From an optimization exercise on the open Yosys and OpenROAD flow, aimed at small area, a short achievable clock period and few clock cycles per item; shortcuts taken in it are not production practice.
At most, simulation tests tie the RTL to the original design; equivalence was not proved.
Power figures rest on the tool's default switching activity, not on a simulated workload.

==> 05-19 <==
==> flow/design.v <==
`default_nettype none
module laneExtractor (
	input logic [16*8-1:0] line_i,
	input logic [4-1:0] offset_i,
	input logic active_i,
	output logic [32-1:0] data_o
);
	localparam int WIN_W = 32 + 24;
	logic [16*8+WIN_W-1:0] ext;
	assign ext = {(WIN_W)'(0), line_i};
	logic [3:0] selWord, selByte;
	logic [WIN_W-1:0] coarse;
	logic [32-1:0] fine;
	always_comb begin
		for (int w = 0; w < 4; w++) begin
			selWord[w] = (offset_i[3:2] == 2'(w));
			selByte[w] = active_i && (offset_i[1:0] == 2'(w));
		end
		coarse = '0;
		for (int w = 0; w < 4; w++) begin
			coarse = coarse | ({WIN_W{selWord[w]}} & ext[32*w +: WIN_W]);
		end
		fine = '0;
		for (int b = 0; b < 4; b++) begin
			fine = fine | ({32{selByte[b]}} & coarse[8*b +: 32]);
		end
	end
	assign data_o = fine;
endmodule
`default_nettype wire
`default_nettype none
module loadReturnUnit (
	input logic clk,
	input logic reset,
	input logic stall_i,
	input logic loadValid_i,
	input logic [(3 + 5 + 8 + 8 * 4)-1:0] loadReq_i,
	input logic memReady_i,
	input logic [16*8-1:0] memLine_i,
	output logic busy_o,
	output logic packetValid_o,
	output logic [(3 + 8 + 8 * (32 + 5))-1:0] packet_o
);
	localparam int NSLOT = 4;
	localparam int LINE_W = 16 * 8;
	localparam int maskLsb = 8 * 4;
	localparam int regLsb = maskLsb + 8;
	localparam int warpLsb = regLsb + 5;
	logic [(3 + 5 + 8 + 8 * 4)-1:0] slotReq [NSLOT];
	logic [LINE_W-1:0] slotLine [NSLOT];
	logic [NSLOT-1:0] slotVal, slotHas;
	logic outValid;
	logic [3-1:0] outWarp;
	logic [8-1:0] outMask;
	logic [5-1:0] outReg;
	logic [8*32-1:0] outData;
	logic waiting, lineArr, outFree, load, accept;
	assign waiting = |(slotVal & ~slotHas);
	assign lineArr = memReady_i && waiting;
	assign outFree = !outValid || !stall_i;
	assign load = outFree && slotHas[0];
	assign busy_o = slotVal[NSLOT-1] && !load;
	assign accept = loadValid_i && !busy_o;
	logic [NSLOT:0] isLine, isTail;
	always_comb begin
		for (int j = 0; j <= NSLOT; j++) begin
			if (j == NSLOT) begin
				isLine[j] = 1'b0;
				isTail[j] = slotVal[NSLOT-1];
			end else if (j == 0) begin
				isLine[j] = slotVal[0] && !slotHas[0];
				isTail[j] = !slotVal[0];
			end else begin
				isLine[j] = slotVal[j] && !slotHas[j] && slotHas[j-1];
				isTail[j] = !slotVal[j] && slotVal[j-1];
			end
		end
	end
	logic [NSLOT-1:0] wrReq, wrLine;
	always_comb begin
		for (int k = 0; k < NSLOT; k++) begin
			wrReq[k] = accept && (load ? isTail[k+1] : isTail[k]);
			wrLine[k] = lineArr && (load ? isLine[k+1] : isLine[k]);
		end
	end
	logic [LINE_W-1:0] hLine;
	logic [8*32-1:0] hData;
	assign hLine = slotLine[0];
	for (genvar i = 0; i < 8; i++) begin : gLane
		laneExtractor extractor (
			.line_i(hLine),
			.offset_i(slotReq[0][i*4 +: 4]),
			.active_i(slotReq[0][maskLsb + i]),
			.data_o(hData[i*32 +: 32])
		);
	end
	always_ff @(posedge clk) begin
		if (reset) begin
			slotVal <= '0;
			slotHas <= '0;
			outValid <= 1'b0;
		end else begin
			for (int k = 0; k < NSLOT; k++) begin
				if (k + 1 < NSLOT) begin
					slotVal[k] <= (load ? slotVal[k+1] : slotVal[k]) || wrReq[k];
					slotHas[k] <= (load ? slotHas[k+1] : slotHas[k]) || wrLine[k];
				end else begin
					slotVal[k] <= (!load && slotVal[k]) || wrReq[k];
					slotHas[k] <= (!load && slotHas[k]) || wrLine[k];
				end
			end
			outValid <= load || !outFree;
		end
	end
	always_ff @(posedge clk) begin
		for (int k = 0; k < NSLOT; k++) begin
			if (wrReq[k]) begin
				slotReq[k] <= loadReq_i;
			end else if (load && k + 1 < NSLOT) begin
				slotReq[k] <= slotReq[(k + 1) % NSLOT];
			end
			if (wrLine[k]) begin
				slotLine[k] <= memLine_i;
			end else if (load && k + 1 < NSLOT) begin
				slotLine[k] <= slotLine[(k + 1) % NSLOT];
			end
		end
		if (load) begin
			outWarp <= slotReq[0][warpLsb +: 3];
			outMask <= slotReq[0][maskLsb +: 8];
			outReg <= slotReq[0][regLsb +: 5];
			outData <= hData;
		end
	end
	assign packetValid_o = outValid;
	always_comb begin
		packet_o[(3 + 8 + 8 * (32 + 5))-1 -: 3] = outWarp;
		packet_o[8*(32 + 5) +: 8] = outMask;
		for (int i = 0; i < 8; i++) begin
			packet_o[i*(32 + 5) +: (32 + 5)] = {outData[i*32 +: 32], outReg};
		end
	end
endmodule
`default_nettype wire
==> flow/flow/run.sh <==
#!/bin/bash
set -uo pipefail
export BUFFER_PORTS_ARGS="-buffer_cell sky130_fd_sc_hd__buf_2"
bash standard.sh > standard_make.log 2>&1
status=$?
tail -5 standard_make.log
exit $status
==> flow/standard.sh <==
#!/bin/bash
# synth_recipe.tcl (not shown) runs the flow's synth.tcl, then flattens the netlist and writes it again
# the make line also repeats each setting of config.mk as NAME=value (left out here)
make -C /OpenROAD-flow-scripts/flow DESIGN_CONFIG=/design/flow/config.mk WORK_HOME=/design/flow/orfs CLKGATE_MAP_FILE= SYNTH_SCRIPT=/design/flow/synth_recipe.tcl "${@:-finish}"
==> flow/config.mk <==
export PLATFORM = sky130hd
export DESIGN_NAME = loadReturnUnit
export DESIGN_NICKNAME = loadReturnUnit
export VERILOG_FILES = /design/flow/design.v
export SDC_FILE = /design/flow/constraint.sdc
export NUM_CORES = 4
export LEC_CHECK = 0
export CAP_MARGIN = 20
export CELL_PAD_IN_SITES_DETAIL_PLACEMENT = 1
export CELL_PAD_IN_SITES_GLOBAL_PLACEMENT = 2
export CORE_MARGIN = 2
export CORE_UTILIZATION = 50
export GPL_ROUTABILITY_DRIVEN = 1
export PLACE_DENSITY = 0.65
export SETUP_SLACK_MARGIN = 1.0
export SLEW_MARGIN = 20
==> flow/constraint.sdc <==
create_clock -name core_clock -period 3.2 [get_ports {clk}]
set_input_delay 0.6400 -clock core_clock [delete_from_list [all_inputs] [get_ports {clk}]]
set_output_delay 0.6400 -clock core_clock [all_outputs]
set_load 0.01 [all_outputs]
==> inputs of 04-26, as changes to 05-19 <==
==> flow/design.v, changed modules only <==
module loadReturnUnit (
	input logic clk,
	input logic reset,
	input logic stall_i,
	input logic loadValid_i,
	input logic [(3 + 5 + 8 + 8 * 4)-1:0] loadReq_i,
	input logic memReady_i,
	input logic [16*8-1:0] memLine_i,
	output logic busy_o,
	output logic packetValid_o,
	output logic [(3 + 8 + 8 * (32 + 5))-1:0] packet_o
);
	localparam int NSLOT = 4;
	localparam int LINE_W = 16 * 8;
	localparam int maskLsb = 8 * 4;
	localparam int regLsb = maskLsb + 8;
	localparam int warpLsb = regLsb + 5;
	logic [(3 + 5 + 8 + 8 * 4)-1:0] slotReq [NSLOT];
	logic [LINE_W-1:0] slotLine [NSLOT];
	logic [NSLOT-1:0] slotVal, slotHas;
	logic waiting, lineArr, take, accept;
	assign waiting = |(slotVal & ~slotHas);
	assign lineArr = memReady_i && waiting;
	assign take = slotHas[0] && !stall_i;
	assign busy_o = slotVal[NSLOT-1] && !take;
	assign accept = loadValid_i && !busy_o;
	logic [NSLOT:0] isLine, isTail;
	always_comb begin
		for (int j = 0; j <= NSLOT; j++) begin
			if (j == NSLOT) begin
				isLine[j] = 1'b0;
				isTail[j] = slotVal[NSLOT-1];
			end else if (j == 0) begin
				isLine[j] = slotVal[0] && !slotHas[0];
				isTail[j] = !slotVal[0];
			end else begin
				isLine[j] = slotVal[j] && !slotHas[j] && slotHas[j-1];
				isTail[j] = !slotVal[j] && slotVal[j-1];
			end
		end
	end
	logic [NSLOT-1:0] wrReq, wrLine;
	always_comb begin
		for (int k = 0; k < NSLOT; k++) begin
			wrReq[k] = accept && (take ? isTail[k+1] : isTail[k]);
			wrLine[k] = lineArr && (take ? isLine[k+1] : isLine[k]);
		end
	end
	always_ff @(posedge clk) begin
		if (reset) begin
			slotVal <= '0;
			slotHas <= '0;
		end else begin
			for (int k = 0; k < NSLOT; k++) begin
				if (k + 1 < NSLOT) begin
					slotVal[k] <= (take ? slotVal[k+1] : slotVal[k]) || wrReq[k];
					slotHas[k] <= (take ? slotHas[k+1] : slotHas[k]) || wrLine[k];
				end else begin
					slotVal[k] <= (!take && slotVal[k]) || wrReq[k];
					slotHas[k] <= (!take && slotHas[k]) || wrLine[k];
				end
			end
		end
	end
	always_ff @(posedge clk) begin
		for (int k = 0; k < NSLOT; k++) begin
			if (wrReq[k]) begin
				slotReq[k] <= loadReq_i;
			end else if (take && k + 1 < NSLOT) begin
				slotReq[k] <= slotReq[(k + 1) % NSLOT];
			end
			if (wrLine[k]) begin
				slotLine[k] <= memLine_i;
			end else if (take && k + 1 < NSLOT) begin
				slotLine[k] <= slotLine[(k + 1) % NSLOT];
			end
		end
	end
	logic [8*32-1:0] hData;
	for (genvar i = 0; i < 8; i++) begin : gLane
		laneExtractor extractor (
			.line_i(slotLine[0]),
			.offset_i(slotReq[0][i*4 +: 4]),
			.active_i(slotReq[0][maskLsb + i]),
			.data_o(hData[i*32 +: 32])
		);
	end
	assign packetValid_o = slotHas[0];
	always_comb begin
		packet_o[(3 + 8 + 8 * (32 + 5))-1 -: 3] = slotReq[0][warpLsb +: 3];
		packet_o[8*(32 + 5) +: 8] = slotReq[0][maskLsb +: 8];
		for (int i = 0; i < 8; i++) begin
			packet_o[i*(32 + 5) +: (32 + 5)] = {hData[i*32 +: 32],
				slotReq[0][regLsb +: 5]};
		end
	end
endmodule
Settings changed: CORE_UTILIZATION 50 to 45, PLACE_DENSITY 0.65 to 0.6, SETUP_SLACK_MARGIN 1.0 to 0.5.
==> inputs of 02-08, as changes to 05-19 <==
--- a/flow/design.v
+++ b/flow/design.v
@@ -43,3 +43,3 @@
 );
-	localparam int NSLOT = 4;
+	localparam int NSLOT = 3;
 	localparam int LINE_W = 16 * 8;
@@ -60,3 +60,3 @@
 	assign outFree = !outValid || !stall_i;
-	assign load = outFree && slotHas[0];
+	assign load = outFree && slotVal[0] && (slotHas[0] || lineArr);
 	assign busy_o = slotVal[NSLOT-1] && !load;
@@ -87,3 +87,3 @@
 	logic [8*32-1:0] hData;
-	assign hLine = slotLine[0];
+	assign hLine = slotHas[0] ? slotLine[0] : memLine_i;
 	for (genvar i = 0; i < 8; i++) begin : gLane
Settings changed: SETUP_SLACK_MARGIN 1.0 to 0.5.
==> summary.txt <==
clock share of power 34.5%; status timing/DRC/antenna clean; Leading cell kind registers; worst-case reg-to-reg path depth 10; VDD IR max 0.514 mV; share of cells above drive strength 1 49.1%; final core occ 63.8%; fin worst setup slack 788 ps; sequential power 15.5 mW; fraction of area in multi-input gates 32.4%; total power 37.2 mW; Critical Path Sink slotLine[2][44]; Post-Layout Cell Count 5661
Source of the figures above: 05-19

==> summary.txt <==
total power 31.4 mW; fraction of area in multi-input gates 39.3%; worst-case reg-to-reg path depth 6; share of cells above drive strength 1 63.6%; final core occ 62.9%; status failed layout checks; Critical Path Sink packet_o[44]; fin worst setup slack -249 ps; SO Faults setup timing; Final setup viols 197; clock share of power 29.2%; sequential power 10.9 mW; Post-Layout Cell Count 5269
Source of the figures above: 04-26

==> summary.txt <==
status timing/DRC/antenna clean; total power 31.1 mW; sequential power 12.9 mW; num sequential 807; VDD IR max 0.642 mV; Leading cell kind registers; sequential fraction of the synthesis area 50.6%; fin worst setup slack 469 ps; Post-Layout Cell Count 5788; mux cell area share after synthesis 20.5%; combinational power 8.02 mW; share of cells above drive strength 1 36.0%; Die Width 313 um
Source of the figures above: 02-08

Testbench counts of 02-08, summed over its fixed seeds: cycles 2,432, packets 2,400.
For 05-19 and 04-26, only the layout was checked, not whether the RTL still works.


==> 12-28: inputs <==
loadReturnUnit, a different RTL version from the one above (not shown whole).
==> module loadReturnUnit, before the edit <==
module loadReturnUnit (
	input logic clk,
	input logic reset,
	input logic stall_i,
	input logic loadValid_i,
	input logic [(3 + 5 + 8 + 8 * 4)-1:0] loadReq_i,
	input logic memReady_i,
	input logic [16*8-1:0] memLine_i,
	output logic busy_o,
	output logic packetValid_o,
	output logic [(3 + 8 + 8 * (32 + 5))-1:0] packet_o
);
	localparam int NSLOT = 3;
	localparam int LINE_W = 16 * 8;
	localparam int maskLsb = 8 * 4;
	localparam int regLsb = maskLsb + 8;
	localparam int warpLsb = regLsb + 5;
	logic [(3 + 5 + 8 + 8 * 4)-1:0] slotReq [NSLOT];
	logic [LINE_W-1:0] slotLine [NSLOT];
	logic [NSLOT-1:0] slotVal, slotHas;
	logic outValid;
	logic [3-1:0] outWarp;
	logic [8-1:0] outMask;
	logic [5-1:0] outReg;
	logic [8*32-1:0] outData;
	logic waiting, lineArr, outFree, load, accept;
	assign waiting = |(slotVal & ~slotHas);
	assign lineArr = memReady_i && waiting;
	assign outFree = !outValid || !stall_i;
	assign load = outFree && slotVal[0] && (slotHas[0] || lineArr);
	assign busy_o = slotVal[NSLOT-1] && !load;
	assign accept = loadValid_i && !busy_o;
	logic [NSLOT:0] isLine, isTail;
	always_comb begin
		for (int j = 0; j <= NSLOT; j++) begin
			if (j == NSLOT) begin
				isLine[j] = 1'b0;
				isTail[j] = slotVal[NSLOT-1];
			end else if (j == 0) begin
				isLine[j] = slotVal[0] && !slotHas[0];
				isTail[j] = !slotVal[0];
			end else begin
				isLine[j] = slotVal[j] && !slotHas[j] && slotHas[j-1];
				isTail[j] = !slotVal[j] && slotVal[j-1];
			end
		end
	end
	logic [NSLOT-1:0] wrReq, wrLine;
	always_comb begin
		for (int k = 0; k < NSLOT; k++) begin
			wrReq[k] = accept && (load ? isTail[k+1] : isTail[k]);
			wrLine[k] = lineArr && (load ? isLine[k+1] : isLine[k]);
		end
	end
	logic [LINE_W-1:0] hLine;
	logic [8*32-1:0] hData;
	assign hLine = slotHas[0] ? slotLine[0] : memLine_i;
	for (genvar i = 0; i < 8; i++) begin : gLane
		laneExtractor extractor (
			.line_i(hLine),
			.offset_i(slotReq[0][i*4 +: 4]),
			.active_i(slotReq[0][maskLsb + i]),
			.data_o(hData[i*32 +: 32])
		);
	end
	always_ff @(posedge clk) begin
		if (reset) begin
			slotVal <= '0;
			slotHas <= '0;
			outValid <= 1'b0;
		end else begin
			for (int k = 0; k < NSLOT; k++) begin
				if (k + 1 < NSLOT) begin
					slotVal[k] <= (load ? slotVal[k+1] : slotVal[k]) || wrReq[k];
					slotHas[k] <= (load ? slotHas[k+1] : slotHas[k]) || wrLine[k];
				end else begin
					slotVal[k] <= (!load && slotVal[k]) || wrReq[k];
					slotHas[k] <= (!load && slotHas[k]) || wrLine[k];
				end
			end
			outValid <= load || !outFree;
		end
	end
	always_ff @(posedge clk) begin
		for (int k = 0; k < NSLOT; k++) begin
			if (wrReq[k]) begin
				slotReq[k] <= loadReq_i;
			end else if (load && k + 1 < NSLOT) begin
				slotReq[k] <= slotReq[(k + 1) % NSLOT];
			end
			if (wrLine[k]) begin
				slotLine[k] <= memLine_i;
			end else if (load && k + 1 < NSLOT) begin
				slotLine[k] <= slotLine[(k + 1) % NSLOT];
			end
		end
		if (load) begin
			outWarp <= slotReq[0][warpLsb +: 3];
			outMask <= slotReq[0][maskLsb +: 8];
			outReg <= slotReq[0][regLsb +: 5];
			outData <= hData;
		end
	end
	assign packetValid_o = outValid;
	always_comb begin
		packet_o[(3 + 8 + 8 * (32 + 5))-1 -: 3] = outWarp;
		packet_o[8*(32 + 5) +: 8] = outMask;
		for (int i = 0; i < 8; i++) begin
			packet_o[i*(32 + 5) +: (32 + 5)] = {outData[i*32 +: 32], outReg};
		end
	end
endmodule
clock: 3.2 ns
lec_check: 0
cap_margin: 20
cell_pad_in_sites_detail_placement: 1
cell_pad_in_sites_global_placement: 2
core_margin: 2
core_utilization: 35
gpl_routability_driven: 1
place_density: 0.5
slew_margin: 20
run.sh (not shown) runs the stock make flow with config.mk's settings and CLKGATE_MAP_FILE= SYNTH_SCRIPT=/design/flow/synth_recipe.tcl, a recipe that flattens the netlist after the stock synthesis.
Stock flow here: none of the scripts above is used.
==> 02-02: changes against 12-28 <==
--- a/flow/design.v
+++ b/flow/design.v
@@ -29,3 +29,3 @@
 );
-	localparam int NSLOT = 3;
+	localparam int NSLOT = 2;
 	localparam int LINE_W = 16 * 8;
==> out/qor.csv <==
metric,value,unit
die_w,338,microns
outcome,timing/DRC/antenna clean,
syn_area,39100,sq um
cts_resized,3,
nClkBuffers,94,
seq_cell_count,629,
first_pass_iters,10,
[end of results for 02-02]
==> out/qor.csv <==
metric,value,unit
outcome,failed layout checks,
failed_checks,negative setup slack,
cts_resized,0,
boundaryPins,490,
syn_area,46900,sq um
die_w,370,microns
nClkBuffers,105,
setup_slack,-58.1,ps
first_pass_iters,7,
setup_violations,5,
[end of results for 12-28]
Testbench counts of 02-02, summed over its fixed seeds: cycles 3,017, packets 2,400.
The RTL of 12-28 was laid out without a check of its function.

## separate check: timing with driven ports
How much do the figures lean on ideal ports? The routed layouts below were timed once more, with nothing changed but the port constraints.
Step 1 sets driving cells, clkbuf_16 on the clock port and buf_2 on the other inputs (assumed; they add their load-dependent delay and slew).
Step 2 times the ports against the registers' clock, not the clock port: input delays grow and output delays shrink by t, the midpoint of the rising clock arrivals with the driver on.
Slacks: ideal ports / drivers / drivers and shift; pairs: ideal ports / drivers.
run	shift t [ns]	setup WS [ns]	latest minus earliest clock arrival (ns)	slew at the worst register clock pin (ns)	cell pins on the clock port's net
05-19	0.786	0.788 / 0.729 / 0.393	0.094 / 0.094	0.07 / 0.07	1
04-26	0.744	-0.249 / -0.326 / 0.419	0.049 / 0.049	0.07 / 0.07	1
02-08	0.772	0.469 / 0.469 / 0.438	0.047 / 0.047	0.08 / 0.08	1
12-28	0.812	-0.058 / -0.058 / -0.430	0.064 / 0.064	0.08 / 0.08	1
02-02	0.770	0.070 / 0.036 / -0.313	0.049 / 0.049	0.08 / 0.08	1
Met with ideal ports but missed after step 2: setup timing in 02-02. The setup slack of 05-19, which loses most, moves by -0.059 ns with the drivers and by -0.395 ns with both steps.
